From an optimization exercise on the open Yosys and OpenROAD flow, aimed at small area, a short achievable clock period and few clock cycles; shortcuts taken in it are not production practice. RTL that was checked went through simulation tests only; none was proved equivalent to the original. Only the layout flow was run in runs 2 to 7; the RTL was not checked for function there. Power and IR drop assume default switching activity.

## design/flow/run.sh

```bash
#!/bin/bash
# synth_recipe.tcl (not shown) runs the flow's synth.tcl, then flattens the netlist and writes it again
# the make line also repeats each setting of config.mk as NAME=value (left out here)
make -C /OpenROAD-flow-scripts/flow DESIGN_CONFIG=/design/flow/config.mk WORK_HOME=/design/flow/orfs CLKGATE_MAP_FILE= SYNTH_SCRIPT=/design/flow/synth_recipe.tcl finish
```

## design/flow/constraint.sdc

```tcl
create_clock -name core_clock -period 6.5 [get_ports {I_sclk}]
set_input_delay 1.3000 -clock core_clock [delete_from_list [all_inputs] [get_ports {I_sclk}]]
set_output_delay 1.3000 -clock core_clock [all_outputs]
set_load 0.01 [all_outputs]
```

## design/flow/design.v

```verilog
package puf_pkg;
  localparam int unsigned C_IOSCNUM_DEF      = 48;
  localparam int unsigned C_IOSCDWIDTH_DEF   = 24;
  localparam int unsigned C_OIDWIDTH_DEF     = 24;
  localparam int unsigned C_MEMDATAWIDTH_DEF = 8;
  localparam int unsigned C_MEMADDRWIDTH_DEF = 24;
  localparam int unsigned C_CHALBASE_DEF     = 0;
  localparam int unsigned C_IDXW = $clog2(C_IOSCNUM_DEF);
endpackage
module cnt_regfile #(
  parameter int unsigned N  = puf_pkg::C_IOSCNUM_DEF,
  parameter int unsigned DW = puf_pkg::C_IOSCDWIDTH_DEF,
  parameter int unsigned IW = puf_pkg::C_IDXW
) (
  input  logic          I_sclk,
  input  logic          I_we,
  input  logic [IW-1:0] I_wr_idx,
  input  logic [DW-1:0] I_wr_data,
  input  logic [IW-1:0] I_rd_idx,
  output logic [DW-1:0] O_rd_data
);
  logic [N-1:0][DW-1:0] cnt_q;
  logic [DW-1:0]        rd;
  for (genvar i = 0; i < N; i++) begin : g_cnt
    always_ff @(posedge I_sclk) begin
      if (I_we && I_wr_idx == i) cnt_q[i] <= I_wr_data;
    end
  end
  always_comb begin
    rd = '0;
    for (int i = 0; i < N; i++)
      rd = rd | (cnt_q[i] & {DW{I_rd_idx == i}});
  end
  always_ff @(posedge I_sclk) O_rd_data <= rd;
endmodule
module puf_resp_gen #(
  parameter int unsigned C_IOSCNUM      = puf_pkg::C_IOSCNUM_DEF,
  parameter int unsigned C_IOSCDWIDTH   = puf_pkg::C_IOSCDWIDTH_DEF,
  parameter int unsigned C_OIDWIDTH     = puf_pkg::C_OIDWIDTH_DEF,
  parameter int unsigned C_MEMDATAWIDTH = puf_pkg::C_MEMDATAWIDTH_DEF,
  parameter int unsigned C_MEMADDRWIDTH = puf_pkg::C_MEMADDRWIDTH_DEF,
  parameter int unsigned C_CHALBASE     = puf_pkg::C_CHALBASE_DEF
) (
  input  logic                      I_sclk,
  input  logic                      I_rst,
  input  logic                      I_cnt_valid,
  input  logic [puf_pkg::C_IDXW-1:0]         I_cnt_idx,
  input  logic [C_IOSCDWIDTH-1:0]   I_cnt_data,
  output logic                      O_cnt_ready,
  input  logic                      I_start,
  output logic                      O_busy,
  output logic [C_MEMADDRWIDTH-1:0] O_mem_addr,
  input  logic [C_MEMDATAWIDTH-1:0] I_mem_data,
  output logic [C_OIDWIDTH-1:0]     O_prim_id,
  output logic                      O_id_valid,
  output logic                      O_err
);
  localparam int unsigned IW = puf_pkg::C_IDXW;
  localparam int unsigned NB = 2 * C_OIDWIDTH;    
  localparam logic [IW-1:0] LAST_A = NB - 1;
  logic          busy_q, ready_q, id_valid_q, err_q, fetch_q;
  logic [IW-1:0] addr_q;
  logic [C_IOSCNUM-1:0] loaded_q;
  logic                    wv_q;
  logic [IW-1:0]           widx_q;
  logic [C_IOSCDWIDTH-1:0] wdata_q;
  logic          m_v_q, m_odd_q, r_v_q, r_odd_q, r_bad_q, a_bad_q;
  logic [IW-1:0] m_idx_q;
  logic [C_IOSCDWIDTH-1:0] rd_q, a_q;
  logic [C_OIDWIDTH-1:0]   id_q;
  logic wr_in, wr_oob, all_in, start_acc, shift, cmp_bit;
  logic [C_IOSCNUM-1:0] wmask;
  assign wr_in  = I_cnt_valid & ready_q;
  assign wr_oob = wr_in & ({1'b0, I_cnt_idx} >= C_IOSCNUM);
  always_comb begin
    wmask = '0;
    for (int i = 0; i < C_IOSCNUM; i++) wmask[i] = wr_in & (I_cnt_idx == i);
  end
  logic [C_IOSCNUM-1:0] miss;
  logic [IW-1:0]        miss_idx;
  logic                 miss_none, miss_one;
  assign miss      = ~loaded_q;
  assign miss_none = ~|miss;
  always_comb begin
    miss_idx = '0;
    for (int i = 0; i < C_IOSCNUM; i++)
      if (miss[i]) miss_idx = miss_idx | IW'(i);
  end
  always_comb begin
    logic seen;
    seen     = 1'b0;
    miss_one = 1'b1;
    for (int i = 0; i < C_IOSCNUM; i++) begin
      if (miss[i] && seen) miss_one = 1'b0;
      seen = seen | miss[i];
    end
  end
  assign all_in = miss_none | (wr_in & miss_one & (I_cnt_idx == miss_idx));
  assign start_acc = ready_q & I_start & all_in;
  assign shift   = r_v_q & r_odd_q;
  assign cmp_bit = ~a_bad_q & ~r_bad_q & (a_q > rd_q);
  cnt_regfile #(
    .N  (C_IOSCNUM),
    .DW (C_IOSCDWIDTH),
    .IW (IW)
  ) u_cnt_regfile (
    .I_sclk    (I_sclk),
    .I_we      (wv_q),
    .I_wr_idx  (widx_q),
    .I_wr_data (wdata_q),
    .I_rd_idx  (m_idx_q),
    .O_rd_data (rd_q)
  );
  always_ff @(posedge I_sclk) begin
    widx_q  <= I_cnt_idx;
    wdata_q <= I_cnt_data;
    m_idx_q <= I_mem_data[IW-1:0];
    m_odd_q <= ~addr_q[0];
    r_odd_q <= m_odd_q;
    r_bad_q <= {1'b0, m_idx_q} >= C_IOSCNUM;
    a_q     <= rd_q;
    a_bad_q <= r_bad_q;
  end
  always_ff @(posedge I_sclk or posedge I_rst) begin
    if (I_rst) begin
      busy_q     <= 1'b0;
      ready_q    <= 1'b1;
      id_valid_q <= 1'b0;
      err_q      <= 1'b0;
      fetch_q    <= 1'b0;
      addr_q     <= '0;
      loaded_q   <= '0;
      wv_q       <= 1'b0;
      m_v_q      <= 1'b0;
      r_v_q      <= 1'b0;
      id_q       <= '0;
    end else begin
      wv_q  <= wr_in & ~wr_oob;
      m_v_q <= fetch_q;
      r_v_q <= m_v_q;
      id_valid_q <= r_v_q & ~m_v_q;
      if (id_valid_q) loaded_q <= '0;
      else            loaded_q <= loaded_q | wmask;
      if (ready_q) begin
        busy_q  <= start_acc;
        ready_q <= ~start_acc;
        if (I_start) err_q <= all_in ? wr_oob : 1'b1;
        else if (wr_oob) err_q <= 1'b1;
      end else begin
        busy_q  <= ~id_valid_q;
        ready_q <= id_valid_q;
        if (shift && (a_bad_q || r_bad_q)) err_q <= 1'b1;
      end
      fetch_q <= start_acc | (fetch_q & (addr_q != '0));
      if (start_acc)                    addr_q <= 1;
      else if (addr_q == LAST_A)        addr_q <= '0;
      else if (addr_q != '0)            addr_q <= addr_q + 1'b1;
      if (shift) id_q <= {cmp_bit, id_q[C_OIDWIDTH-1:1]};
    end
  end
  assign O_cnt_ready = ready_q;
  assign O_busy      = busy_q;
  assign O_mem_addr  = C_MEMADDRWIDTH'(addr_q);
  assign O_prim_id   = id_q;
  assign O_id_valid  = id_valid_q;
  assign O_err       = err_q;
endmodule
```

## design/flow/config.mk

```make
export PLATFORM = sky130hd
export DESIGN_NAME = puf_resp_gen
export DESIGN_NICKNAME = puf_resp_gen
export VERILOG_FILES = /design/flow/design.v
export SDC_FILE = /design/flow/constraint.sdc
export NUM_CORES = 4
export LEC_CHECK = 0
export CAP_MARGIN = 20
export CORE_MARGIN = 2
export CORE_UTILIZATION = 55
export CTS_CLUSTER_DIAMETER = 90
export CTS_CLUSTER_SIZE = 25
export SETUP_SLACK_MARGIN = 4.0
export SLEW_MARGIN = 20
```

==> results.toml, run 1 <==
[status]
status = "timing/DRC/antenna clean"

[cts]
cts_tree = "done"
cts_sinks = 1326
clock_path_buffers = 3
htreeDepth = 2
cts.hold.buffers_added = 0
path_clk_slew_ps = 90
cts_buffers = 59
clockRootBuffer = "clkbuf_16"
clk_latency_ps = 700

[die]
die_h_um = 299.9
ioPinCount = 94
core_um2 = 86750
rows = 108
start_util = 0.5553
die_w_um = 299.9
die_area_um2 = 89960

[synthesis]
synth-xor-area-share = 0.001091
seq_area_frac_synth = 0.7994
synth_common_cells = "edfxtp_1 (1,152), a22o_1 (234), a221oi_1 (231), nor2_1 (171), clkbuf_1 (125)"
syn_inst = 2771
synth_area_leaders = "edfxtp_1 (72%), dfrtp_1 (4.4%), a22o_1 (4.3%)"
synth_top_family_by_area = "compound AO/OA/AOI/OAI gates"
ys_types = 67
syn_area_per_cell_um2 = 17.38
synth-seq-cells = 1326
synthSimpleGateAreaFrac = 0.05296
synth_ff_type = "edfxtp_1"
ys_async_sr_fraction = 0.06486
synth_fa_ha_area_frac = 0.006961
synth_warnings = 2
synth.largest_area_cell = "edfxtp_1"
synth_edf_count = 1152
synth_top_area_frac = 0.7181
synth_compound_area_frac = 0.1173
muxShareOfSynthArea = 0.005585
synth.most_common_cell = "edfxtp_1"
netlist_area_um2 = 48170

[finish]
final_core_util = 0.6447
area_delta_synth_final_pct = 16.11
layout-drive-gt1-share = 0.2205
fillers = 6115
final_nets = 3129

[global_route]
grt.total_usage = 0.3777
antenna_found_initial = 3
grt_max_degree = 61
grt_pass1_wl_mm = 230.3
grt_pass1_vias = 28280
grt_overflow = 0

[timing]
rsz0062_at_grt = "yes"
drv_slew = 0
finalSetupTns_ps = 0
whs_ps = 333.5
finalCriticalPeriod_ps = 2644
hold_violations = 0
timing.fmax_ghz = 0.3783
worstMarginPinSlew_ps = 1098
skew_ps = 36.95
worst_slack_ps = 3856
fin_crit_sh = 0.4067
setup_viol = 0
relSlewSlack = 0.2612

[power_and_ir_drop]
p_switching_uw = 2986
p_comb_frac = 0.037
seqPwrFrac = 0.657
internal_power_uw = 11250
swShare = 0.2098
clockPowerShare = 0.305
power.total_uw = 14230
vdd_drop_max_mv = 0.2342
power_density_nw_per_um2 = 254.5
p_leak_uw = 0.01844

[routing]
drt-vias-per-instance = 7.204
ant_nets = 0
finalWirelength_mm = 175.7
dr.first_iter.drc_count = 5244
vias = 30760
drc = 0
first_pass_iters = 6
wl_per_cell_um = 41.17

[critical_path]
path_depth = 2
cp.required_ps = 5200
end_kind = "output port"
reg2reg_slack_ps = 3890
worst_setup_path_start_kind = "register"
cp_top_family = "flip-flops"
crit_fanout = 2
crit_type = "register to output port"
critical_path.max_stage_delay_ps = 430
rr_startpoint = "loaded_q[1]"
r2r-end = "err_q"
path_buf_inv = 2
cp_slowest_cell = "dfrtp_2"
path_cells = "buf_12 > buf_2"
cp.arrival_ps = 1340
reg2regPathDepth = 11

[hold_path]
whs_path_depth = 0
hold_class = "register to register"
hold_end = "r_odd_q"
min_from = "m_odd_q"

[placement]
io_buffer_count = 73
place_ws_ps = 2711
dp_hpwl_mm = 87.52
place_congestion = 0.9091

[run]
cap_violations = 0
==> logic make-up (layout without fill, tap and decap cells) <==
family                     after synthesis  count (layout)
AOI/OAI and AO/OA                      700             700
xor gates and xnor gates                 6               6
and+or+nand+nor                        498             500
muxes                                   24              24
buffers and inverters                  189             510
other                                    1              21
DFF                                   1326            1326
adders and majority gates               27              27
==> cell usage in the layout (no fill, tap or decap), types with 18 or more instances in the layout <==
cell             synthesis  routed
nand2_1                 49      38
nor2_1                 171      77
ha_1                    26      26
a21oi_1                 67      67
dfrtp_1                 85      51
buf_4                   19     219
a22o_1                 234     234
a221oi_2                 0      59
clkbuf_1               125      48
a221oi_1               231     171
nor3_1                  22      20
conb_1                   1      18
clkdlybuf4s50_1          0      34
inv_1                   30      29
edfxtp_1              1152    1152
buf_2                    8      32
a22oi_1                117     117
nor2_4                   0      91
nand4_1                 89      89
dfxtp_1                 88      80
dfrtp_2                  0      34
clkbuf_16                0      64
buf_6                    1      28
buf_12                   0      33
mux2_2                  23      23
nand3_1                 69      61
==> power groups by stage <==
stage / combinational (uW) / clock (uW) / sequential, uW
2_1_floorplan: 215 / 0 / 9560
3_3_place_gp: 442 / 0 / 9540
3_5_place_dp: 453 / 0 / 9550
4_1_cts: 491 / 4350 / 9350
5_1_grt: 559 / 4620 / 9360
6_report: 533 / 4340 / 9360
==> cell type report <==
| class | count | area, um^2 | area share |
|---|---|---|---|
| inverters | 30 | 116.4 | 0.002080 |
| clock inverters | 3 | 55.05 | 0.0009843 |
| clock buffers | 108 | 1682 | 0.03007 |
| well taps | 1155 | 1445 | 0.02584 |
| flip-flops and latches | 1326 | 38580 | 0.6897 |
| multi-input cells | 1275 | 10490 | 0.1875 |
| repair buffers | 369 | 3563 | 0.06371 |
| diodes | 3 | 7.507 | 0.0001342 |
==> per-stage QoR <==
step                      instance area [um^2]  cells
final                                    55930   4269
after global routing                     55920   4266
after CTS                                55030   4235
after detailed placement                 51430   3983
after global placement                   51420   3983
after floorplan                          48310   2788
==> metal layers <==
layer | global-route usage | vias to the layer above | wire, um
li1 | - | 12000 | -
met1 | 0.5050 | 15860 | 61220
met2 | 0.6106 | 2410 | 81500
met3 | 0.07862 | 477 | 22970
met4 | 0.1548 | 4 | 10020
met5 | 0 | - | 27
==> registers in the layout, indices dropped and copies added (netlist names), 6 cells and up <==
| register | flops |
|---|---|
| a_q | 24 |
| addr_q | 6 |
| id_q | 24 |
| loaded_q | 48 |
| m_idx_q | 6 |
| u_cnt_regfile.O_rd_data | 24 |
| u_cnt_regfile.cnt_q | 1152 |
| wdata_q | 24 |
| widx_q | 6 |
==> worst max-delay path by stage <==
stage / from / to
6_report: id_valid_q / O_id_valid
4_1_cts: id_valid_q / O_id_valid
3_3_place_gp: I_cnt_idx[2] / addr_q[4]
3_5_place_dp: I_cnt_idx[2] / addr_q[4]
5_1_grt: loaded_q[7] / err_q
2_1_floorplan: I_cnt_idx[2] / addr_q[2]
==> what timing repair did <==
action,4_1_cts,5_1_grt
setup buffers,136,23
gates resized for setup,332,115
pin swaps,64,39
setup endpoints to repair,274,144
gates cloned,5,8
Testbench counts, summed over its fixed seeds: cycles 19,008.
==> run 2, diff against run 1 <==
--- a/design/flow/design.v
+++ b/design/flow/design.v
@@ -58,11 +58,14 @@
   localparam int unsigned IW = puf_pkg::C_IDXW;
+  localparam int unsigned CW = $clog2(C_IOSCNUM + 1);
   localparam int unsigned NB = 2 * C_OIDWIDTH;    
   localparam logic [IW-1:0] LAST_A = NB - 1;
-  logic          busy_q, ready_q, id_valid_q, err_q, fetch_q;
+  localparam logic [CW-1:0] N_ALL  = C_IOSCNUM;
+  localparam logic [CW-1:0] N_ONE  = C_IOSCNUM - 1;
+  logic          busy_q, ready_q, id_valid_q, err_q;
+  logic          fetch_q, m_v_q, r_v_q, x_v_q;
   logic [IW-1:0] addr_q;
   logic [C_IOSCNUM-1:0] loaded_q;
-  logic                    wv_q;
-  logic [IW-1:0]           widx_q;
-  logic [C_IOSCDWIDTH-1:0] wdata_q;
-  logic          m_v_q, m_odd_q, r_v_q, r_odd_q, r_bad_q, a_bad_q;
+  logic [CW-1:0]        nld_q;
+  logic                 full_q, one_q;
+  logic          m_odd_q, r_odd_q, r_bad_q, a_bad_q;
   logic [IW-1:0] m_idx_q;
@@ -70,5 +73,8 @@
   logic [C_OIDWIDTH-1:0]   id_q;
-  logic wr_in, wr_oob, all_in, start_acc, shift, cmp_bit;
-  logic [C_IOSCNUM-1:0] wmask;
-  assign wr_in  = I_cnt_valid & ready_q;
+  logic idle, run_end, wr_in, wr_oob, wr_new, all_in, start_acc, shift, cmp_bit;
+  logic [C_IOSCNUM-1:0] wmask, loaded_d;
+  logic [CW-1:0]        nld_d;
+  assign idle    = ~(fetch_q | m_v_q | r_v_q | x_v_q);
+  assign run_end = r_v_q & ~m_v_q;
+  assign wr_in  = I_cnt_valid & idle;
   assign wr_oob = wr_in & ({1'b0, I_cnt_idx} >= C_IOSCNUM);
@@ -78,23 +84,7 @@
   end
-  logic [C_IOSCNUM-1:0] miss;
-  logic [IW-1:0]        miss_idx;
-  logic                 miss_none, miss_one;
-  assign miss      = ~loaded_q;
-  assign miss_none = ~|miss;
-  always_comb begin
-    miss_idx = '0;
-    for (int i = 0; i < C_IOSCNUM; i++)
-      if (miss[i]) miss_idx = miss_idx | IW'(i);
-  end
-  always_comb begin
-    logic seen;
-    seen     = 1'b0;
-    miss_one = 1'b1;
-    for (int i = 0; i < C_IOSCNUM; i++) begin
-      if (miss[i] && seen) miss_one = 1'b0;
-      seen = seen | miss[i];
-    end
-  end
-  assign all_in = miss_none | (wr_in & miss_one & (I_cnt_idx == miss_idx));
-  assign start_acc = ready_q & I_start & all_in;
+  assign wr_new = |(wmask & ~loaded_q);
+  assign all_in    = full_q | (one_q & wr_new);
+  assign start_acc = idle & I_start & all_in;
+  assign loaded_d = run_end ? '0 : (loaded_q | wmask);
+  assign nld_d    = run_end ? '0 : (nld_q + CW'(wr_new));
   assign shift   = r_v_q & r_odd_q;
@@ -107,5 +97,5 @@
     .I_sclk    (I_sclk),
-    .I_we      (wv_q),
-    .I_wr_idx  (widx_q),
-    .I_wr_data (wdata_q),
+    .I_we      (wr_in & ~wr_oob),
+    .I_wr_idx  (I_cnt_idx),
+    .I_wr_data (I_cnt_data),
     .I_rd_idx  (m_idx_q),
@@ -114,4 +104,2 @@
   always_ff @(posedge I_sclk) begin
-    widx_q  <= I_cnt_idx;
-    wdata_q <= I_cnt_data;
     m_idx_q <= I_mem_data[IW-1:0];
@@ -130,29 +118,31 @@
       fetch_q    <= 1'b0;
+      m_v_q      <= 1'b0;
+      r_v_q      <= 1'b0;
+      x_v_q      <= 1'b0;
       addr_q     <= '0;
       loaded_q   <= '0;
-      wv_q       <= 1'b0;
-      m_v_q      <= 1'b0;
-      r_v_q      <= 1'b0;
+      nld_q      <= '0;
+      full_q     <= 1'b0;
+      one_q      <= 1'b0;
       id_q       <= '0;
     end else begin
-      wv_q  <= wr_in & ~wr_oob;
-      m_v_q <= fetch_q;
-      r_v_q <= m_v_q;
-      id_valid_q <= r_v_q & ~m_v_q;
-      if (id_valid_q) loaded_q <= '0;
-      else            loaded_q <= loaded_q | wmask;
-      if (ready_q) begin
-        busy_q  <= start_acc;
-        ready_q <= ~start_acc;
+      fetch_q    <= start_acc | (fetch_q & (addr_q != '0));
+      m_v_q      <= fetch_q;
+      r_v_q      <= m_v_q;
+      x_v_q      <= r_v_q;
+      id_valid_q <= run_end;
+      busy_q     <= start_acc | fetch_q | m_v_q | r_v_q;
+      ready_q    <= ~(start_acc | fetch_q | m_v_q | r_v_q);
+      loaded_q <= loaded_d;
+      nld_q    <= nld_d;
+      full_q   <= nld_d == N_ALL;
+      one_q    <= nld_d == N_ONE;
+      if (idle) begin
         if (I_start) err_q <= all_in ? wr_oob : 1'b1;
         else if (wr_oob) err_q <= 1'b1;
-      end else begin
-        busy_q  <= ~id_valid_q;
-        ready_q <= id_valid_q;
-        if (shift && (a_bad_q || r_bad_q)) err_q <= 1'b1;
+      end else if (shift && (a_bad_q || r_bad_q)) begin
+        err_q <= 1'b1;
       end
-      fetch_q <= start_acc | (fetch_q & (addr_q != '0));
-      if (start_acc)                    addr_q <= 1;
-      else if (addr_q == LAST_A)        addr_q <= '0;
-      else if (addr_q != '0)            addr_q <= addr_q + 1'b1;
+      if (addr_q != '0 && addr_q != LAST_A) addr_q <= addr_q + 1'b1;
+      else                                  addr_q <= IW'(start_acc);
       if (shift) id_q <= {cmp_bit, id_q[C_OIDWIDTH-1:1]};
==> run 2 against run 1 <==
  * Maximum frequency decreased by 27%
  * Synthesized area decreased by 1.6%
  * Worst hold slack improved by 23 ps
  * Global-route usage increased by 3.9 points
  * Clock skew increased by 4.4 ps
  * Critical path depth increased by 13
  * Register-to-register slack got worse by 680 ps
  * Power increased by 4.5%
  * Sequential share of layout area decreased by 7.1 points
  * Non-clock buffer count increased by 281
  * Still clean
  * Combinational power increased by 97%
==> results.toml, run 2 <==
[status]
status = "timing/DRC/antenna clean"

[timing]
drv_slew = 0
whs_ps = 356.6
rsz0062_at_grt = "yes"
fin_crit_sh = 0.5565
worstMarginPinSlew_ps = 866.7
finalCriticalPeriod_ps = 3617
skew_ps = 41.32
relSlewSlack = 0.4222
finalSetupTns_ps = 0
setup_viol = 0
hold_violations = 0
worst_slack_ps = 2883
timing.fmax_ghz = 0.2765

[cts]
clockRootBuffer = "clkbuf_16"
htreeDepth = 2
clock_path_buffers = 3
cts_buffers = 59
cts_tree = "done"
clk_latency_ps = 710
path_clk_slew_ps = 100
cts_sinks = 1304

[placement]
dpl_cell_area_um2 = 50870
place_ws_ps = 1238
place_congestion = 0.8681
io_buffer_count = 73
dp_hpwl_mm = 88.73
dp.cells = 3845

[global_route]
grt_pass1_wl_mm = 249.1
grt_overflow = 0
grt_max_degree = 59
grt.total_usage = 0.4170
antenna_found_initial = 8
grt_pass1_vias = 29750

[synthesis]
syn_inst = 2626
ys_types = 69
synth.largest_area_cell = "edfxtp_1"
netlist_area_um2 = 47400
synth_warnings = 2
syn_area_per_cell_um2 = 18.05
ys_async_sr_fraction = 0.07209
synth.most_common_cell = "edfxtp_1"
synth_common_cells = "edfxtp_1 (1,152), a22o_1 (223), a221oi_1 (221), nor2_1 (159), a22oi_1 (130)"
synth_edf_count = 1152
synth_top_area_frac = 0.7298
seq_area_frac_synth = 0.8040
synth_ff_type = "edfxtp_1"
synth_area_leaders = "edfxtp_1 (73%), dfrtp_1 (4.9%), a22o_1 (4.1%)"
synth-seq-cells = 1304

[hold_path]
hold_end = "a_q[3]"
hold_class = "register to register"
whs_path_depth = 0
min_from = "u_cnt_regfile.O_rd_data[3]"

[routing]
finalWirelength_mm = 204.9
ant_nets = 0
first_pass_iters = 6
vias = 33170
drc = 0
wl_per_cell_um = 46.56
drt-vias-per-instance = 7.534
dr.first_iter.drc_count = 7014

[die]
ioPinCount = 94
rows = 107
core_um2 = 85280
die_h_um = 297.6
die_w_um = 297.6
start_util = 0.5558
die_area_um2 = 88540

[power_and_ir_drop]
swShare = 0.2289
p_switching_uw = 3405
clockPowerShare = 0.297
internal_power_uw = 11470
p_comb_frac = 0.070
seqPwrFrac = 0.632
power_density_nw_per_um2 = 241.2
vdd_drop_max_mv = 0.2905
p_leak_uw = 0.02122

[critical_path]
rr_startpoint = "m_v_q"
cp.arrival_ps = 4260
cp.required_ps = 7150
reg2reg_slack_ps = 3210
reg2regPathDepth = 14
end_kind = "register"
crit_fanout = 14
crit_type = "primary input to register"
r2r-end = "full_q"
worst_setup_path_start_kind = "primary input"

[finish]
fin_cells = 4402
fillers = 4919
final_nets = 3275
fin_area_um2 = 61680
final_cell_mix = "edfxtp_1 (1,152), a22o_1 (222), buf_4 (184), buf_12 (168), a22oi_1 (129)"
area_delta_synth_final_pct = 30.13
top_register = "u_cnt_regfile.cnt_q"
reg.largest.list = "u_cnt_regfile.cnt_q: 1152 flops, loaded_q: 48 flops"
mostFrequentLayoutCell = "edfxtp_1"
layout-drive-gt1-share = 0.3192
largest_register_ffs = 1152

[run]
cap_violations = 0
run 2: changes by cell type after synthesis, sizes merged, moves of 10 or more:
cell,before,now
clkbuf,127,67
nor3,22,37
nand3,69,46
buf,32,83
a22oi,117,130
a22o,234,223
nand2,49,30
nor4,22,12
nand4,89,73
a21oi,67,11
dfxtp,88,58
nor2,172,162
run 2: critical path, cell delays in order:
cell       delay [ps]
buf_4             160
buf_12            160
nand2b_4          100
a2111oi_1         590
o21ai_0           240
a31o_2            300
a31oi_4           250
nor3_4             70
inv_2              70
ha_4              160
nand3_4            80
xor2_1            210
nor2_2             90
nor4_2            270
and3_1            190
run 2: power groups by stage:
stage               clock network [uW]  registers (uW)  logic [uW]
global route                      4660            9410        1080
floorplan                            0            9520         412
CTS                               4370            9380         894
global placement                     0            9560         706
finish                            4420            9400        1050
detailed placement                   0            9570         731
run 2: how the worst max path moves through the flow:
stage	startpoint	to	slack, ps	cells past startpoint
2_1_floorplan	I_cnt_idx[0]	one_q	2830	14
3_3_place_gp	I_cnt_idx[1]	full_q	1270	14
5_1_grt	I_cnt_idx[2]	full_q	2820	15
4_1_cts	I_cnt_idx[0]	full_q	3310	14
3_5_place_dp	I_cnt_idx[1]	full_q	1240	14
6_report	I_cnt_idx[2]	full_q	2880	15
run 2: layer usage:
layer  vias to the layer above  share of wire  track usage
met5                         -        0.00051            0
met4                        12          0.095       0.2495
met3                       943           0.17       0.1177
met2                      3482           0.42       0.6103
met1                     16680           0.32       0.5608
li1                      12050              -            -
run 2: layout make-up:
| class | instances | area [um^2] | share of cell area |
|---|---|---|---|
| repair buffers | 650 | 9682 | 0.1570 |
| multi-input cells | 1156 | 10530 | 0.1708 |
| diodes | 3 | 7.507 | 0.0001217 |
| clock buffers | 106 | 1695 | 0.02749 |
| clock inverters | 5 | 58.81 | 0.0009534 |
| flip-flops and latches | 1304 | 38130 | 0.6183 |
| inverters | 34 | 135.1 | 0.002191 |
| well taps | 1144 | 1431 | 0.02321 |
run 2: what timing repair did:
action                                  in CTS  in global routing
buffers inserted                           257                 89
gates resized for setup                    686                255
endpoints found under the hold margin        0                  0
pin swaps                                   91                 89
hold buffers                                 0                  0
cloned                                      58                 39
endpoints found under the setup margin    1272               1042
run 2: kinds of logic (layout without fill, tap and decap cells):
group / count (synthesis) / in the layout / share of synthesized area
multiplexers: 30 / 30 / 0.007550
AND/OR/NAND/NOR: 430 / 431 / 0.04778
AO/OA/AOI/OAI: 642 / 642 / 0.1134
adder cells (fa/ha/maj): 28 / 28 / 0.007391
buffers and inverters: 184 / 795 / 0.01853
XOR/XNOR: 7 / 7 / 0.001294
other: 1 / 21 / 0.00007912
flip-flops: 1304 / 1304 / 0.8040
run 2: stage by stage:
step | util | power, uW
final | 0.7232 | 14870
after detailed placement | 0.5965 | 10300
after CTS | 0.6900 | 14640
after global placement | 0.5958 | 10270
after global routing | 0.7232 | 15150
after floorplan | - | 9927
==> run 3, diff against run 2 <==
--- a/design/flow/design.v
+++ b/design/flow/design.v
@@ -64,3 +64,3 @@
   logic          busy_q, ready_q, id_valid_q, err_q;
-  logic          fetch_q, m_v_q, r_v_q, x_v_q;
+  logic          fetch_q, r_v_q, x_v_q;
   logic [IW-1:0] addr_q;
@@ -69,4 +69,3 @@
   logic                 full_q, one_q;
-  logic          m_odd_q, r_odd_q, r_bad_q, a_bad_q;
-  logic [IW-1:0] m_idx_q;
+  logic          r_odd_q, r_bad_q, a_bad_q;
   logic [C_IOSCDWIDTH-1:0] rd_q, a_q;
@@ -76,4 +75,4 @@
   logic [CW-1:0]        nld_d;
-  assign idle    = ~(fetch_q | m_v_q | r_v_q | x_v_q);
-  assign run_end = r_v_q & ~m_v_q;
+  assign idle    = ~(fetch_q | r_v_q | x_v_q);
+  assign run_end = r_v_q & ~fetch_q;
   assign wr_in  = I_cnt_valid & idle;
@@ -100,3 +99,3 @@
     .I_wr_data (I_cnt_data),
-    .I_rd_idx  (m_idx_q),
+    .I_rd_idx  (I_mem_data[IW-1:0]),
     .O_rd_data (rd_q)
@@ -104,6 +103,4 @@
   always_ff @(posedge I_sclk) begin
-    m_idx_q <= I_mem_data[IW-1:0];
-    m_odd_q <= ~addr_q[0];
-    r_odd_q <= m_odd_q;
-    r_bad_q <= {1'b0, m_idx_q} >= C_IOSCNUM;
+    r_odd_q <= ~addr_q[0];
+    r_bad_q <= {1'b0, I_mem_data[IW-1:0]} >= C_IOSCNUM;
     a_q     <= rd_q;
@@ -118,3 +115,2 @@
       fetch_q    <= 1'b0;
-      m_v_q      <= 1'b0;
       r_v_q      <= 1'b0;
@@ -129,8 +125,7 @@
       fetch_q    <= start_acc | (fetch_q & (addr_q != '0));
-      m_v_q      <= fetch_q;
-      r_v_q      <= m_v_q;
+      r_v_q      <= fetch_q;
       x_v_q      <= r_v_q;
       id_valid_q <= run_end;
-      busy_q     <= start_acc | fetch_q | m_v_q | r_v_q;
-      ready_q    <= ~(start_acc | fetch_q | m_v_q | r_v_q);
+      busy_q     <= start_acc | fetch_q | r_v_q;
+      ready_q    <= ~(start_acc | fetch_q | r_v_q);
       loaded_q <= loaded_d;
==> run 3 against run 2 <==
  * Still clean
  * Sequential share of layout area fell by 2.0 points
  * Wire length rose by 3.5%
  * Count of clock-buffer cells in the layout fell by 3
  * Final cell count rose by 2.5%
  * Synthesized cell count fell by 0.27%
  * Power fell by 0.54%
  * Critical path depth fell by 3
  * Sequential cell count fell by 8
  * Die area fell by 0.86%
  * Maximum frequency rose by 11%
  * Worst setup slack improved by 350 ps
  * Cell area rose by 2.8%
  * Largest power group unchanged
==> results.toml, run 3 <==
[status]
status = "timing/DRC/antenna clean"

[synthesis]
synth_edf_count = 1152
synth_area_leaders = "edfxtp_1 (74%), dfrtp_1 (4.9%), a221oi_1 (4.1%)"
syn_inst = 2619
synth_warnings = 2
netlist_area_um2 = 46990
synth_common_cells = "edfxtp_1 (1,152), a221oi_1 (221), a22o_1 (221), nor2_1 (185), a22oi_1 (134)"
ys_types = 59
synth_ff_type = "edfxtp_1"
syn_area_per_cell_um2 = 17.94
synth.most_common_cell = "edfxtp_1"
synth-seq-cells = 1296
seq_area_frac_synth = 0.8075
synth.largest_area_cell = "edfxtp_1"
synth_top_area_frac = 0.7362
ys_async_sr_fraction = 0.07176

[die]
start_util = 0.5536
ioPinCount = 94
die_w_um = 296.3
core_um2 = 84880
die_area_um2 = 87780
rows = 107
die_h_um = 296.3

[routing]
ant_nets = 0
dr.first_iter.drc_count = 6709
vias = 33690
wl_per_cell_um = 47.03
drc = 0
drt-vias-per-instance = 7.469
finalWirelength_mm = 212.2
first_pass_iters = 6

[global_route]
grt_overflow = 0
grt_max_degree = 70
grt_use_met2 = 0.6685
grt.met1_usage = 0.6014
antenna_found_initial = 13
grt.met3_usage = 0.1854
grt_busiest_layer = "met2"
grt_pass1_wl_mm = 272.3
grt_pass1_vias = 30670
grt.total_usage = 0.4773

[cts]
clk_latency_ps = 700
cts.hold.buffers_added = 0
path_clk_slew_ps = 100
clockRootBuffer = "clkbuf_16"
htreeDepth = 2
cts_tree = "done"
cts_sinks = 1296
cts_buffers = 58
clock_path_buffers = 3

[critical_path]
worst_setup_path_start_kind = "primary input"
crit_fanout = 13
reg2reg_slack_ps = 3260
rr_startpoint = "r_v_q"
cp.arrival_ps = 3630
end_kind = "register"
crit_type = "primary input to register"
critPathLaunch = "I_cnt_valid"
cp.required_ps = 6870
r2r-end = "u_cnt_regfile.cnt_q[209]"
cp-endpoint = "u_cnt_regfile.cnt_q[209]"
reg2regPathDepth = 11

[finish]
final_core_util = 0.7469
reg.largest.list = "u_cnt_regfile.cnt_q: 1152 flops, loaded_q: 48 flops"
final_cell_mix = "edfxtp_1 (1,152), a22o_1 (219), buf_4 (214), buf_12 (195), a221oi_2 (181)"
largest_register_ffs = 1152
mostFrequentLayoutCell = "edfxtp_1"
fillers = 4846
fin_area_um2 = 63390
area_delta_synth_final_pct = 34.92
layout-drive-gt1-share = 0.3685
final_nets = 3381
top_register = "u_cnt_regfile.cnt_q"

[timing]
fin_crit_sh = 0.5020
rsz0062_at_grt = "yes"
hold_violations = 0
whs_ps = 357.9
skew_ps = 31.06
finalSetupTns_ps = 0
timing.fmax_ghz = 0.3064
relSlewSlack = 0.3742
setup_viol = 0
worst_slack_ps = 3237
drv_slew = 0
worstMarginPinSlew_ps = 935.3
finalCriticalPeriod_ps = 3263

[placement]
io_buffer_count = 73
place_ws_ps = 1382
dpl_cell_area_um2 = 51700
place_congestion = 0.8835
dp_hpwl_mm = 94.96

[power_and_ir_drop]
power_density_nw_per_um2 = 233.4
p_leak_uw = 0.02205
vdd_drop_max_mv = 0.2358

[run]
cap_violations = 0

[hold_path]
hold_class = "register to register"
run 3: cell types whose count changed after synthesis, sizes merged, moves of 6 or more:
cell and delta:
o21a -10, nor2 +23, mux2 +6, dfxtp -7
buf -31, clkbuf +33, nand2 -9
run 3: worst min path at each step:
stage / from / end / depth (start not counted)
4_1_cts: u_cnt_regfile.O_rd_data[21] / a_q[21] / 0
2_1_floorplan: u_cnt_regfile.O_rd_data[10] / a_q[10] / 0
6_report: u_cnt_regfile.O_rd_data[21] / a_q[21] / 0
3_5_place_dp: u_cnt_regfile.O_rd_data[21] / a_q[21] / 0
3_3_place_gp: u_cnt_regfile.O_rd_data[21] / a_q[21] / 0
5_1_grt: u_cnt_regfile.O_rd_data[21] / a_q[21] / 0
run 3: cells by family after synthesis:
| group | synth area share |
|---|---|
| multiplexers | 0.008574 |
| AND/OR/NAND/NOR | 0.04625 |
| AO/OA/AOI/OAI | 0.1117 |
| buffers and inverters | 0.01712 |
| XOR/XNOR | 0.001305 |
| other | 0.00007981 |
| adder cells (fa/ha/maj) | 0.007456 |
| flip-flops | 0.8075 |
run 3: layout make-up:
| type | count | area [um^2] | share of cell area |
|---|---|---|---|
| Antenna cell | 7 | 17.52 | 0.0002763 |
| Clock buffer | 103 | 1642 | 0.02590 |
| Clock inverter | 6 | 73.82 | 0.001164 |
| Inverter | 35 | 135.1 | 0.002132 |
| Multi-Input combinational cell | 1153 | 11100 | 0.1751 |
| Sequential cell | 1296 | 37940 | 0.5985 |
| Tap cell | 1144 | 1431 | 0.02258 |
| Timing Repair Buffer | 767 | 11050 | 0.1743 |
run 3: power breakdown:
part | internal, uW | switching [uW] | leakage, uW | total [uW]
clock network | 1780 | 2590 | 0.000817 | 4370
logic | 438 | 639 | 0.00923 | 1080
registers | 9220 | 128 | 0.0120 | 9350
run 3: per-layer routing:
layer / part of all wire / up-vias
met3: 0.17 / 1004
met4: 0.10 / 12
li1: - / 12270
met5: 0.00094 / -
met2: 0.41 / 3561
met1: 0.32 / 16840
run 3: critical path, stage by stage:
cell	delay (ps)
buf_6	70
or4b_4	480
or3_4	390
buf_4	150
buf_6	110
buf_6	100
buf_6	130
buf_12	130
buf_6	120
nor3_4	220
buf_4	190
buf_12	170
run 3: stage by stage:
step / power [uW] / instances
6_report: 14790 / 4511
5_1_grt: 15060 / 4506
2_1_floorplan: 9919 / 2636
4_1_cts: 14600 / 4448
3_3_place_gp: 10230 / 3859
3_5_place_dp: 10250 / 3862
run 3: repair_timing:
item	CTS	global route
buffers inserted	401	47
gates resized for setup	855	124
pin swaps	191	81
gates cloned	76	9
endpoints found under the setup margin	1271	1098
==> run 4, diff against run 3 <==
--- a/design/flow/design.v
+++ b/design/flow/design.v
@@ -19,2 +19,3 @@
   input  logic [IW-1:0] I_rd_idx,
+  input  logic          I_fwd,       
   output logic [DW-1:0] O_rd_data
@@ -33,3 +34,3 @@
   end
-  always_ff @(posedge I_sclk) O_rd_data <= rd;
+  always_ff @(posedge I_sclk) O_rd_data <= I_fwd ? I_wr_data : rd;
 endmodule
@@ -62,3 +63,3 @@
   localparam logic [CW-1:0] N_ALL  = C_IOSCNUM;
-  localparam logic [CW-1:0] N_ONE  = C_IOSCNUM - 1;
+  localparam logic [CW-1:0] N_TWO  = C_IOSCNUM - 2;
   logic          busy_q, ready_q, id_valid_q, err_q;
@@ -74,3 +75,7 @@
   logic [C_IOSCNUM-1:0] wmask, loaded_d;
-  logic [CW-1:0]        nld_d;
+  logic [CW-1:0]        nld_d, nld_inc;
+  logic                 two;
+  logic                    wv_q;
+  logic [IW-1:0]           widx_q;
+  logic [C_IOSCDWIDTH-1:0] wdata_q;
   assign idle    = ~(fetch_q | r_v_q | x_v_q);
@@ -87,3 +92,5 @@
   assign loaded_d = run_end ? '0 : (loaded_q | wmask);
-  assign nld_d    = run_end ? '0 : (nld_q + CW'(wr_new));
+  assign nld_inc  = nld_q + 1'b1;
+  assign nld_d    = run_end ? '0 : (wr_new ? nld_inc : nld_q);
+  assign two      = nld_q == N_TWO;
   assign shift   = r_v_q & r_odd_q;
@@ -96,6 +103,7 @@
     .I_sclk    (I_sclk),
-    .I_we      (wr_in & ~wr_oob),
-    .I_wr_idx  (I_cnt_idx),
-    .I_wr_data (I_cnt_data),
+    .I_we      (wv_q),
+    .I_wr_idx  (widx_q),
+    .I_wr_data (wdata_q),
     .I_rd_idx  (I_mem_data[IW-1:0]),
+    .I_fwd     (wv_q && I_mem_data[IW-1:0] == widx_q),
     .O_rd_data (rd_q)
@@ -103,2 +111,4 @@
   always_ff @(posedge I_sclk) begin
+    widx_q  <= I_cnt_idx;
+    wdata_q <= I_cnt_data;
     r_odd_q <= ~addr_q[0];
@@ -122,2 +132,3 @@
       one_q      <= 1'b0;
+      wv_q       <= 1'b0;
       id_q       <= '0;
@@ -132,4 +143,5 @@
       nld_q    <= nld_d;
-      full_q   <= nld_d == N_ALL;
-      one_q    <= nld_d == N_ONE;
+      full_q   <= ~run_end & (full_q | (one_q & wr_new));
+      one_q    <= ~run_end & (one_q ? ~wr_new : (two & wr_new));
+      wv_q     <= wr_in & ~wr_oob;
       if (idle) begin
==> run 4 against run 3 <==
  * Clock skew is 3.6 ps higher
  * Die area is 4.3% higher
  * Sequential cell count grew 31
  * Power is 0.30% lower
  * Final cell count up 0.47%
  * First-iteration DRC count fell by 2.0%
  * Utilization is 9.9 points lower
  * Combinational power decreased by 23%
  * Sequential power up 0.7%
  * Worst hold slack better by 6.4 ps
  * Sequential share of layout area is 7.5 points higher
  * Maximum frequency is 24% higher
==> results.toml, run 4 <==
[status]
status = "timing/DRC/antenna clean"

[critical_path]
crit_type = "register to output port"
end_kind = "output port"
path_buf_inv = 1
cp_slowest_cell = "dfstp_2"
critical_path.max_stage_delay_ps = 540
cp.required_ps = 5200
worst_setup_path_start_kind = "register"
path_depth = 1
cp_top_family = "flip-flops"
crit_fanout = 1
reg2regPathDepth = 4
cp.arrival_ps = 1320
path_cells = "buf_6"

[global_route]
grt_overflow = 0
grt.total_usage = 0.4064
grt_pass1_wl_mm = 248.3
antenna_found_initial = 8
grt_pass1_vias = 29730
grt_max_degree = 58

[finish]
largest_register_ffs = 1152
reg.largest.list = "u_cnt_regfile.cnt_q: 1152 flops, loaded_q: 48 flops"
fillers = 6158
fin_cells = 4532
register_area_um2 = 38570
top_register = "u_cnt_regfile.cnt_q"
mostFrequentLayoutCell = "edfxtp_1"
area_delta_synth_final_pct = 16.74
layout-drive-gt1-share = 0.2267
final_cell_mix = "edfxtp_1 (1,152), a22oi_1 (503), nand2_1 (289), buf_4 (205), dfrtp_1 (91)"
multi_input_area_um2 = 11410
final_nets = 3385

[die]
core_um2 = 88370
die_h_um = 302.6
die_area_um2 = 91570
start_util = 0.5549
ioPinCount = 94
rows = 109
die_w_um = 302.6

[timing]
hold_violations = 0
worstMarginPinSlew_ps = 869.7
finalSetupTns_ps = 0
setup_viol = 0
finalCriticalPeriod_ps = 2623
drv_slew = 0
relSlewSlack = 0.4196
timing.fmax_ghz = 0.3812
fin_crit_sh = 0.4035
skew_ps = 34.70
rsz0062_at_grt = "yes"

[synthesis]
seq_area_frac_synth = 0.7865
synth_ff_type = "edfxtp_1"
synth.largest_area_cell = "edfxtp_1"
synth-seq-cells = 1327
ys_types = 73
syn_area_per_cell_um2 = 16.14
syn_inst = 3038
synth.most_common_cell = "edfxtp_1"
synth_common_cells = "edfxtp_1 (1,152), a22oi_1 (576), nand2_1 (296), nor2_1 (139), clkbuf_1 (115)"
ys_async_sr_fraction = 0.07084
synth_top_area_frac = 0.7054
synth_area_leaders = "edfxtp_1 (71%), a22oi_1 (8.8%), dfrtp_1 (4.7%)"
synth_warnings = 2
netlist_area_um2 = 49040
synth_edf_count = 1152

[run]
cap_violations = 0

[routing]
vias = 32510
wl_per_cell_um = 41.99
dr.first_iter.drc_count = 6576
ant_nets = 0
drc = 0
first_pass_iters = 7
finalWirelength_mm = 190.3
drt-vias-per-instance = 7.174

[placement]
place_congestion = 0.8600
io_buffer_count = 73
dp.cells = 4208
dp_hpwl_mm = 91.83

[power_and_ir_drop]
p_leak_uw = 0.01987
vdd_drop_max_mv = 0.2241
power_density_nw_per_um2 = 257.6

[cts]
cts.hold.buffers_added = 0
cts_buffers = 60
cts_tree = "done"
htreeDepth = 2
clockRootBuffer = "clkbuf_16"
cts_sinks = 1327
clk_latency_ps = 700
path_clk_slew_ps = 100
clock_path_buffers = 3

[hold_path]
hold_class = "register to register"
whs_path_depth = 0
[run 4: cell count changes in the layout (fill, tap and decap cells not counted), sizes merged, moves of 67 or more]
cell    delta
a221oi   -220
a22o     -221
and2      +67
nand2    +275
buf      -377
a22oi    +442
[run 4: cell type report]
cell class              instances  share of cell area
repair buffers                379             0.06753
well taps                    1165             0.02546
clock buffers                 104             0.02911
diodes                          2          0.00008742
multi-input cells            1512              0.1993
inverters                      35            0.002360
clock inverters                 8            0.002448
flip-flops and latches       1327              0.6737
[run 4: path summary, 6_finish.rpt]
path	from	to	slack, ps
max in group asynchronous	I_rst	id_valid_q	4420
min reg2reg	r_bad_q	a_bad_q	360
max	ready_q	O_cnt_ready	3880
min	r_bad_q	a_bad_q	360
min in group asynchronous	I_rst	id_q[17]	1130
max reg2reg	widx_q[0]	u_cnt_regfile.cnt_q[774]	3960
[run 4: metal layers]
layer,track usage,share of wire,wire length (um)
met5,0,0.00047,90
met4,0.2321,0.075,14350
met3,0.1134,0.15,28510
met2,0.6123,0.44,83450
met1,0.5363,0.34,63890
[run 4: cell families after synthesis]
logic type,count (synthesis),share of synthesized area
xor+xnor,9,0.001607
compound gates,714,0.1079
mux,37,0.008216
buf+inv,241,0.02217
fa+ha+maj,28,0.007144
other cells,1,0.00007647
flops,1327,0.7865
simple gates,681,0.06644
[run 4: where the power goes]
part | leakage, uW | internal (uW) | switching [uW]
logic | 0.00672 | 349 | 479
registers | 0.0123 | 9340 | 78.3
clock network | 0.000857 | 1860 | 2650
total | 0.0199 | 11500 | 3200
[run 4: per-stage QoR]
stage          hold WS [ps]  cell area [um^2]  total power (uW)  setup slack (ps)    util
6_report              364.4             57250             14750              3877  0.6478
5_1_grt               364.9             57240             15080              3852  0.6478
4_1_cts               357.6             55890             14660              3849  0.6325
3_5_place_dp          339.5             51940             10260              1830  0.5877
3_3_place_gp          342.2             51930             10240              1872  0.5876
2_1_floorplan         330.8             50140              9961              3595       -
[run 4: repair_timing]
action | 4_1_cts | 5_1_grt
pin swaps | 63 | 58
endpoints found under the setup margin | 538 | 223
cloned | 22 | 9
gates resized for setup | 400 | 158
setup buffers | 136 | 42
==> run 5, diff against run 4 <==
--- a/design/flow/config.mk
+++ b/design/flow/config.mk
@@ -12,3 +12,3 @@
 export CTS_CLUSTER_SIZE = 25
-export SETUP_SLACK_MARGIN = 4.0
+export SETUP_SLACK_MARGIN = 3.7
 export SLEW_MARGIN = 20
==> run 5 against run 4 <==
  * Power shrank 1.1%
  * Maximum frequency fell by 7.1%
  * Via count down 5.1%
  * Still clean
  * Utilization is 3.2 points lower
  * Combinational power down 21%
  * Count of clock-buffer cells in the layout shrank 1
  * Critical path type is now register to register
  * Critical endpoint is now u_cnt_regfile.cnt_q[867]
==> results.toml, run 5 <==
[finish]
largest_register_ffs = 1152
fin_area_um2 = 54460
fillers = 6461
fin_cells = 4377
layout-drive-gt1-share = 0.1367
final_nets = 3232
final_cell_mix = "edfxtp_1 (1,152), a22oi_1 (566), nand2_1 (296), buf_4 (148), dfrtp_1 (93)"
mostFrequentLayoutCell = "edfxtp_1"
top_register = "u_cnt_regfile.cnt_q"
reg.largest.list = "u_cnt_regfile.cnt_q: 1152 flops, loaded_q: 48 flops"
area_delta_synth_final_pct = 11.06

[synthesis]
synth-seq-cells = 1327
synth_edf_count = 1152
seq_area_frac_synth = 0.7865
synth.most_common_cell = "edfxtp_1"
synth_ff_type = "edfxtp_1"
synth_warnings = 2
ys_types = 73
netlist_area_um2 = 49040
synth_common_cells = "edfxtp_1 (1,152), a22oi_1 (576), nand2_1 (296), nor2_1 (139), clkbuf_1 (115)"
synth_area_leaders = "edfxtp_1 (71%), a22oi_1 (8.8%), dfrtp_1 (4.7%)"
synth_top_area_frac = 0.7054
ys_async_sr_fraction = 0.07084
synth.largest_area_cell = "edfxtp_1"
syn_area_per_cell_um2 = 16.14
syn_inst = 3038

[timing]
finalSetupTns_ps = 0
hold_violations = 0
timing.fmax_ghz = 0.3543
skew_ps = 39.24
fin_crit_sh = 0.4342
worstMarginPinSlew_ps = 990.5
setup_viol = 0
finalCriticalPeriod_ps = 2822
rsz0062_at_grt = "yes"
drv_slew = 0
relSlewSlack = 0.3381

[critical_path]
critPathLaunch = "widx_q[2]"
end_kind = "register"
cp.arrival_ps = 3190
critical_path.max_stage_delay_ps = 830
worst_setup_path_start_kind = "register"
crit_type = "register to register"
rr_startpoint = "widx_q[2]"
cp_slowest_cell = "nor2_4"
crit_fanout = 13
cp.required_ps = 6870
path_cells = "nor2b_1 > nand2_1 > nor2_4 > buf_4"

[cts]
clk_latency_ps = 730
path_clk_slew_ps = 100
cts.hold.buffers_added = 0
cts_sinks = 1327
cts_buffers = 60
clockRootBuffer = "clkbuf_16"
cts_tree = "done"
htreeDepth = 2
clock_path_buffers = 3

[routing]
drc = 0
first_pass_iters = 10
drt-vias-per-instance = 7.050
dr.first_iter.drc_count = 5949
wl_per_cell_um = 39.67
vias = 30860
finalWirelength_mm = 173.7
ant_nets = 0

[global_route]
grt.met3_usage = 0.09681
grt_max_degree = 66
grt_use_met2 = 0.5675
grt.total_usage = 0.3758
antenna_found_initial = 7
grt_overflow = 0
grt_pass1_vias = 28120
grt.met1_usage = 0.5266
grt_busiest_layer = "met2"
grt_pass1_wl_mm = 231.1

[placement]
io_buffer_count = 73
dp_hpwl_mm = 91.21
place_congestion = 0.8587
dpl_cell_area_um2 = 51710
dp.cells = 4206

[power_and_ir_drop]
power_density_nw_per_um2 = 267.8
p_leak_uw = 0.01873
vdd_drop_max_mv = 0.2535

[hold_path]
hold_class = "register to register"
min_from = "u_cnt_regfile.O_rd_data[18]"

[die]
ioPinCount = 94
core_um2 = 88370
start_util = 0.5549
die_h_um = 302.6
die_w_um = 302.6
die_area_um2 = 91570
rows = 109

[status]
status = "timing/DRC/antenna clean"

[run]
cap_violations = 0
## run 5: per-layer routing
layer	part of all wire	up-vias
met5	0.00044	-
met4	0.051	12
met3	0.15	473
met2	0.44	2661
met1	0.36	15570
li1	-	12150
## run 5: final timing paths
check / end / slack, ps / depth (start not counted)
max: u_cnt_regfile.cnt_q[867] / 3680 / 4
min: a_q[18] / 360 / 0
min in group asynchronous: id_q[4] / 1020 / 2
max reg2reg: u_cnt_regfile.cnt_q[867] / 3680 / 4
min reg2reg: a_q[18] / 360 / 0
max in group asynchronous: loaded_q[12] / 4230 / 3
## run 5: area by class of cell
class,count,area [um^2],area share
clock inverter,8,126.4,0.002320
tap,1165,1458,0.02676
antenna,1,2.502,0.00004595
sequential,1327,38570,0.7082
multi-input combinational,1490,10290,0.1889
inverter,35,135.1,0.002481
clock buffer,103,1667,0.03060
timing repair buffer,248,2220,0.04076
## run 5: report_power, final
group | leakage [uW] | total [uW] | switching [uW] | internal, uW
logic | 0.00557 | 650 | 403 | 247
clock network | 0.000855 | 4480 | 2660 | 1830
registers | 0.0123 | 9450 | 107 | 9340
## run 5: timing repair
item / CTS / global route
gates cloned: 2 / 1
buffers inserted: 47 / 8
endpoints found under the setup margin: 120 / 61
resized for setup: 174 / 32
pin swaps: 15 / 5
## run 5: stage by stage
stage               hold slack, ps  worst slack [ps]  utilization  power (uW)
floorplan                    330.8              3595            -        9951
detailed placement           355.9              1687       0.5851       10280
global route                 384.5              3668       0.6162       14930
finish                       359.2              3678       0.6163       14580
CTS                          364.5              3693       0.6132       14540
global placement             345.3              1774       0.5850       10260
## run 5: cells by family after synthesis
kind of cell               share of synthesized area
DFF                                           0.7865
AOI/OAI and AO/OA                             0.1079
and+or+nand+nor                              0.06644
buffers and inverters                        0.02217
muxes                                       0.008216
adders and majority gates                   0.007144
xor gates and xnor gates                    0.001607
other                                     0.00007647
## run 5: worst max-delay path, delay by kind of cell (launching register included)
| kind | cells | cell delay (ps) |
|---|---|---|
| and+or+nand+nor | 3 | 1400 |
| DFF | 1 | 550 |
| buffers and inverters | 1 | 510 |
==> run 6, diff against run 5 <==
--- a/design/flow/config.mk
+++ b/design/flow/config.mk
@@ -12,3 +12,3 @@
 export CTS_CLUSTER_SIZE = 25
-export SETUP_SLACK_MARGIN = 3.7
+export SETUP_SLACK_MARGIN = 4.2
 export SLEW_MARGIN = 20
==> run 6 against run 5 <==
  * Cell area grew 11%
  * Highest routed layer unchanged
  * Non-clock buffer count rose by 292
  * First-iteration DRC count rose by 17%
  * Critical endpoint is now u_cnt_regfile.O_rd_data[23]
  * Largest cell class unchanged
  * Global-route usage grew 6.9 points
  * Final cell count rose by 7.4%
  * Clock skew fell by 19 ps
  * Power is 1.1% higher
==> results.toml, run 6 <==
[critical_path]
end_kind = "register"
rr_startpoint = "widx_q[1]"
worst_setup_path_start_kind = "primary input"
cp.required_ps = 7040
cp.arrival_ps = 3310
crit_type = "primary input to register"
crit_fanout = 8
critPathLaunch = "I_mem_data[0]"

[finish]
mostFrequentLayoutCell = "edfxtp_1"
final_core_util = 0.6840
final_cell_mix = "edfxtp_1 (1,152), a22oi_1 (433), nand2_1 (269), buf_4 (243), a22oi_2 (143)"
final_nets = 3546
layout-drive-gt1-share = 0.2976
area_delta_synth_final_pct = 23.27
top_register = "u_cnt_regfile.cnt_q"
reg.largest.list = "u_cnt_regfile.cnt_q: 1152 flops, loaded_q: 48 flops"
fin_area_um2 = 60450
largest_register_ffs = 1152

[routing]
wl_per_cell_um = 43.73
dr.first_iter.drc_count = 6931
drc = 0
ant_nets = 0
first_pass_iters = 12
finalWirelength_mm = 205.5
vias = 34330
drt-vias-per-instance = 7.306

[global_route]
grt_overflow = 0
grt_pass1_wl_mm = 269.0
grt_max_degree = 64
grt_pass1_vias = 30920
grt.total_usage = 0.4450
antenna_found_initial = 15

[synthesis]
synth-seq-cells = 1327
synth_common_cells = "edfxtp_1 (1,152), a22oi_1 (576), nand2_1 (296), nor2_1 (139), clkbuf_1 (115)"
synth_area_leaders = "edfxtp_1 (71%), a22oi_1 (8.8%), dfrtp_1 (4.7%)"
seq_area_frac_synth = 0.7865
ys_async_sr_fraction = 0.07084
synth_warnings = 2
syn_inst = 3038
synth.largest_area_cell = "edfxtp_1"
synth_top_area_frac = 0.7054
synth_ff_type = "edfxtp_1"
synth.most_common_cell = "edfxtp_1"
ys_types = 73
syn_area_per_cell_um2 = 16.14
netlist_area_um2 = 49040
synth_edf_count = 1152

[cts]
path_clk_slew_ps = 110
cts_tree = "done"
clock_path_buffers = 3
cts_sinks = 1327
htreeDepth = 2
clk_latency_ps = 700
cts.hold.buffers_added = 0
cts_buffers = 59
clockRootBuffer = "clkbuf_16"

[timing]
fin_crit_sh = 0.4269
hold_violations = 0
timing.fmax_ghz = 0.3604
drv_slew = 0
worst_slack_ps = 3725
finalCriticalPeriod_ps = 2775
relSlewSlack = 0.4036
skew_ps = 20.36
finalSetupTns_ps = 0
worstMarginPinSlew_ps = 894.5
setup_viol = 0
rsz0062_at_grt = "yes"

[placement]
place_congestion = 0.8737
dp_hpwl_mm = 92.01
place_ws_ps = 1657
dpl_cell_area_um2 = 51940
io_buffer_count = 73

[power_and_ir_drop]
p_leak_uw = 0.02116
power_density_nw_per_um2 = 243.8
vdd_drop_max_mv = 0.2350

[hold_path]
hold_class = "register to register"
min_from = "u_cnt_regfile.O_rd_data[8]"

[die]
ioPinCount = 94
die_w_um = 302.6
die_area_um2 = 91570
start_util = 0.5549
core_um2 = 88370
die_h_um = 302.6
rows = 109

[status]
status = "timing/DRC/antenna clean"

[run]
cap_violations = 0
run 6: cell counts after synthesis:
No cell type changed its count.
run 6: timing repair:
action	4_1_cts	5_1_grt
gates cloned	40	4
buffers inserted	275	52
endpoints found under the setup margin	684	645
resized for setup	717	148
pin swaps	205	87
run 6: cells by family (layout without fill, tap and decap cells):
kind of cell | after synthesis | count (layout) | synth area share
flip-flops | 1327 | 1327 | 0.7865
multiplexers | 37 | 37 | 0.008216
AND/OR/NAND/NOR | 681 | 707 | 0.06644
XOR/XNOR | 9 | 9 | 0.001607
AO/OA/AOI/OAI | 714 | 714 | 0.1079
adder cells (fa/ha/maj) | 28 | 28 | 0.007144
other | 1 | 27 | 0.00007647
buffers and inverters | 241 | 685 | 0.02217
run 6: final cells by class:
cell class,instances,area [um^2]
Inverter,35,135.1
Multi-Input combinational cell,1513,12290
Tap cell,1165,1458
Clock buffer,106,1653
Antenna cell,9,22.52
Timing Repair Buffer,540,6282
Sequential cell,1327,38570
Fill cell,5804,27920
Clock inverter,4,37.54
run 6: final timing paths:
| check | end | slack (ps) | cells past startpoint |
|---|---|---|---|
| hold reg to reg | a_q[8] | 360 | 0 |
| setup / recovery | u_cnt_regfile.O_rd_data[23] | 3730 | 11 |
| max in group asynchronous | loaded_q[43] | 4440 | 3 |
| min in group asynchronous | id_q[12] | 1050 | 2 |
| setup reg to reg | u_cnt_regfile.O_rd_data[19] | 4070 | 5 |
| hold / removal | a_q[8] | 360 | 0 |
run 6: per-layer routing:
| layer | track usage | vias up | wire length (um) |
|---|---|---|---|
| met5 | 0.02329 | - | 314 |
| met4 | 0.2605 | 16 | 18270 |
| met3 | 0.1815 | 961 | 34810 |
| met2 | 0.6389 | 3424 | 85640 |
| met1 | 0.5710 | 17070 | 66440 |
| li1 | - | 12860 | - |
run 6: worst max-delay path, cell delays in order:
cell and delay, ps:
buf_12 120, buf_8 130, buf_6 120, and4bb_4 260, and2_4 180, buf_4 160
buf_4 140, a22oi_1 230, nand2_1 130, nor4_2 340, a41oi_1 190
run 6: metrics by stage:
stage / total power [uW] / instances / hold slack [ps]
after floorplan: 9962 / 3055 / 330.8
after global placement: 10250 / 4208 / 342.3
after detailed placement: 10270 / 4208 / 346.6
after CTS: 14580 / 4633 / 359.3
after global routing: 15040 / 4691 / 360.4
final: 14740 / 4699 / 359.9
run 6: power by group:
| group | internal [uW] | leakage, uW | total (uW) | switching, uW |
|---|---|---|---|---|
| Clock | 1740 | 0.000800 | 4370 | 2630 |
| Combinational | 403 | 0.00806 | 943 | 539 |
| Sequential | 9340 | 0.0123 | 9420 | 78.9 |
| Total | 11500 | 0.0212 | 14700 | 3250 |
==> run 7, diff against run 6 <==
--- a/design/flow/config.mk
+++ b/design/flow/config.mk
@@ -9,6 +9,6 @@
 export CORE_MARGIN = 2
-export CORE_UTILIZATION = 55
+export CORE_UTILIZATION = 62
 export CTS_CLUSTER_DIAMETER = 90
 export CTS_CLUSTER_SIZE = 25
-export SETUP_SLACK_MARGIN = 4.2
+export SETUP_SLACK_MARGIN = 4.0
 export SLEW_MARGIN = 20
==> run 7 against run 6 <==
  * Die area is 11% lower
  * Register-to-register slack worse by 210 ps
  * Combinational power is 8.0% lower
  * Final cell count is 5.0% lower
  * Count of clock-buffer cells in the layout is 1 higher
  * Cell area is 5.0% lower
  * Global-route usage is 0.25 points higher
  * Clock power is 0.9% higher
  * Non-clock buffer count is 115 lower
  * Worst setup slack better by 130 ps
  * Maximum frequency is 5.0% higher
  * Still clean
  * Largest cell class unchanged
  * Sequential power hardly changed
==> results.toml, run 7 <==
[die]
die_area_um2 = 81360
die_h_um = 285.2
rows = 103
core_um2 = 78610
ioPinCount = 94
die_w_um = 285.2
start_util = 0.6238

[cts]
cts.hold.buffers_added = 0
cts_buffers = 59
clk_latency_ps = 700
path_clk_slew_ps = 100
htreeDepth = 2
clockRootBuffer = "clkbuf_16"
cts_sinks = 1327
clock_path_buffers = 3
cts_tree = "done"

[synthesis]
synth_top_area_frac = 0.7054
synth_area_leaders = "edfxtp_1 (71%), a22oi_1 (8.8%), dfrtp_1 (4.7%)"
seq_area_frac_synth = 0.7865
synth-seq-cells = 1327
synth_edf_count = 1152
synth.largest_area_cell = "edfxtp_1"
synth_ff_type = "edfxtp_1"
ys_types = 73
synth_warnings = 2
synth_common_cells = "edfxtp_1 (1,152), a22oi_1 (576), nand2_1 (296), nor2_1 (139), clkbuf_1 (115)"
syn_area_per_cell_um2 = 16.14
synth.most_common_cell = "edfxtp_1"
syn_inst = 3038
ys_async_sr_fraction = 0.07084
netlist_area_um2 = 49040

[global_route]
grt_use_met2 = 0.6558
grt_pass1_vias = 29930
grt.met1_usage = 0.5995
grt.total_usage = 0.4475
antenna_found_initial = 13
grt_max_degree = 67
grt_pass1_wl_mm = 245.0
grt_busiest_layer = "met2"
grt_overflow = 0
grt.met3_usage = 0.1407

[finish]
final_core_util = 0.7308
mostFrequentLayoutCell = "edfxtp_1"
final_nets = 3425
fin_area_um2 = 57450
final_cell_mix = "edfxtp_1 (1,152), a22oi_1 (507), nand2_1 (290), buf_4 (259), dfrtp_1 (91)"
layout-drive-gt1-share = 0.2293
fin_cells = 4466
fillers = 4809
top_register = "u_cnt_regfile.cnt_q"
reg.largest.list = "u_cnt_regfile.cnt_q: 1152 flops, loaded_q: 48 flops"
area_delta_synth_final_pct = 17.14
largest_register_ffs = 1152

[critical_path]
reg2regPathDepth = 4
worst_setup_path_start_kind = "register"
rr_startpoint = "widx_q[1]"
reg2reg_slack_ps = 3860
crit_type = "register to register"
r2r-end = "u_cnt_regfile.cnt_q[50]"
crit_fanout = 19
end_kind = "register"
cp.required_ps = 6830
cp.arrival_ps = 2970

[routing]
drc = 0
dr.first_iter.drc_count = 7094
wl_per_cell_um = 41.84
ant_nets = 0
drt-vias-per-instance = 7.412
vias = 33100
first_pass_iters = 14
finalWirelength_mm = 186.9

[power_and_ir_drop]
internal_power_uw = 11540
power_density_nw_per_um2 = 255.9
clockPowerShare = 0.300
p_switching_uw = 3158
seqPwrFrac = 0.641
vdd_drop_max_mv = 0.2336
p_leak_uw = 0.02014
p_comb_frac = 0.059
swShare = 0.2148

[timing]
worstMarginPinSlew_ps = 1086
fin_crit_sh = 0.4065
hold_violations = 0
finalCriticalPeriod_ps = 2642
finalSetupTns_ps = 0
drv_slew = 0
whs_ps = 356.3
setup_viol = 0
timing.fmax_ghz = 0.3785
relSlewSlack = 0.2742
skew_ps = 15.66
rsz0062_at_grt = "yes"

[hold_path]
hold_end = "a_q[4]"
hold_class = "register to register"
whs_path_depth = 0
min_from = "u_cnt_regfile.O_rd_data[4]"

[run]
cap_violations = 0

[placement]
io_buffer_count = 73
dpl_cell_area_um2 = 51800
dp_hpwl_mm = 89.11
place_congestion = 0.8713
dp.cells = 4095

[status]
status = "timing/DRC/antenna clean"
==> run 7: cells by family (layout without fill, tap and decap cells) <==
group,count (synthesis),after routing,synth area share
flops,1327,1327,0.7865
compound gates,714,714,0.1079
simple gates,681,701,0.06644
buf+inv,241,572,0.02217
mux,37,37,0.008216
fa+ha+maj,28,28,0.007144
xor+xnor,9,9,0.001607
other cells,1,28,0.00007647
==> run 7: timing repair <==
item / 4_1_cts / 5_1_grt
cloned: 22 / 9
setup endpoints to repair: 390 / 313
endpoints found under the hold margin: 0 / 0
buffers inserted: 166 / 52
pin swaps: 73 / 67
resized for setup: 420 / 122
==> run 7: worst max-delay path, stage by stage (launching register included) <==
cell and delay [ps]:
dfxtp_1 590, nor2b_1 400, nand2_1 290, nor2_4 360, buf_4 590
==> run 7: cell type report <==
cell class	instances	area, um^2	area share
Tap cell	1050	1314	0.02287
Antenna cell	10	25.02	0.0004356
Sequential cell	1327	38570	0.6714
Clock inverter	5	75.07	0.001307
Timing Repair Buffer	425	4322	0.07523
Multi-Input combinational cell	1507	11310	0.1968
Clock buffer	107	1699	0.02958
Inverter	35	135.1	0.002352
==> run 7: worst max path at each step <==
stage,start,endpoint,slack (ps),cells after the start
after floorplan,I_cnt_idx[0],err_q,3600,7
after global placement,I_mem_data[0],u_cnt_regfile.O_rd_data[1],1900,8
after detailed placement,I_mem_data[1],u_cnt_regfile.O_rd_data[1],1870,8
after CTS,ready_q,O_cnt_ready,3870,1
after global routing,I_cnt_idx[0],fetch_q,3850,10
final,widx_q[1],u_cnt_regfile.cnt_q[50],3860,4
==> run 7: power by group through the flow <==
stage,Combinational (uW),Clock [uW],Sequential (uW)
detailed placement,650,0,9610
global placement,633,0,9610
floorplan,307,0,9650
finish,868,4410,9420
CTS,779,4390,9410
global route,914,4670,9420
==> run 7: routing by layer <==
| layer | share of wire | vias up | routed length [um] |
|---|---|---|---|
| li1 | - | 12570 | - |
| met1 | 0.33 | 16390 | 61310 |
| met2 | 0.43 | 3328 | 80530 |
| met3 | 0.16 | 812 | 30440 |
| met4 | 0.077 | 12 | 14420 |
| met5 | 0.00092 | - | 171 |
==> run 7: stage by stage <==
step / power (uW) / worst slack (ps)
finish: 14700 / 3858
global route: 15000 / 3847
detailed placement: 10260 / 1872
CTS: 14580 / 3873
global placement: 10240 / 1896
floorplan: 9961 / 3595

-- afterwards: timing with drivers on the ports --
No port has a modelled driver above. Below, the same layouts with a new extraction and two added sets of constraints. Step 1: set_driving_cell puts a clkbuf_16 on I_sclk and a buf_2 on each other input, an assumption about the parent block. Step 2 times the ports against the registers' clock, not the clock port: input delays grow and output delays shrink by t, the midpoint of the rising clock arrivals with the driver on. Three values: ideal, step 1, step 2; two values: the first two.
run | t, ns | setup WS [ns] | cell pins on the clock port's net
run 1 | 0.754 | 3.856 / 3.781 / 3.202 | 1
run 2 | 0.766 | 2.883 / 2.909 / 2.144 | 1
run 3 | 0.753 | 3.237 / 3.257 / 2.516 | 1
run 4 | 0.754 | 3.877 / 3.810 / 3.174 | 1
run 5 | 0.778 | 3.678 / 3.678 / 2.926 | 1
run 6 | 0.756 | 3.725 / 3.743 / 2.987 | 1
run 7 | 0.762 | 3.858 / 3.806 / 3.121 | 1
After both steps every run listed still meets setup and hold. The setup slack of run 5, which loses most, moves by 0.000 ns with the drivers and by -0.752 ns with both steps.
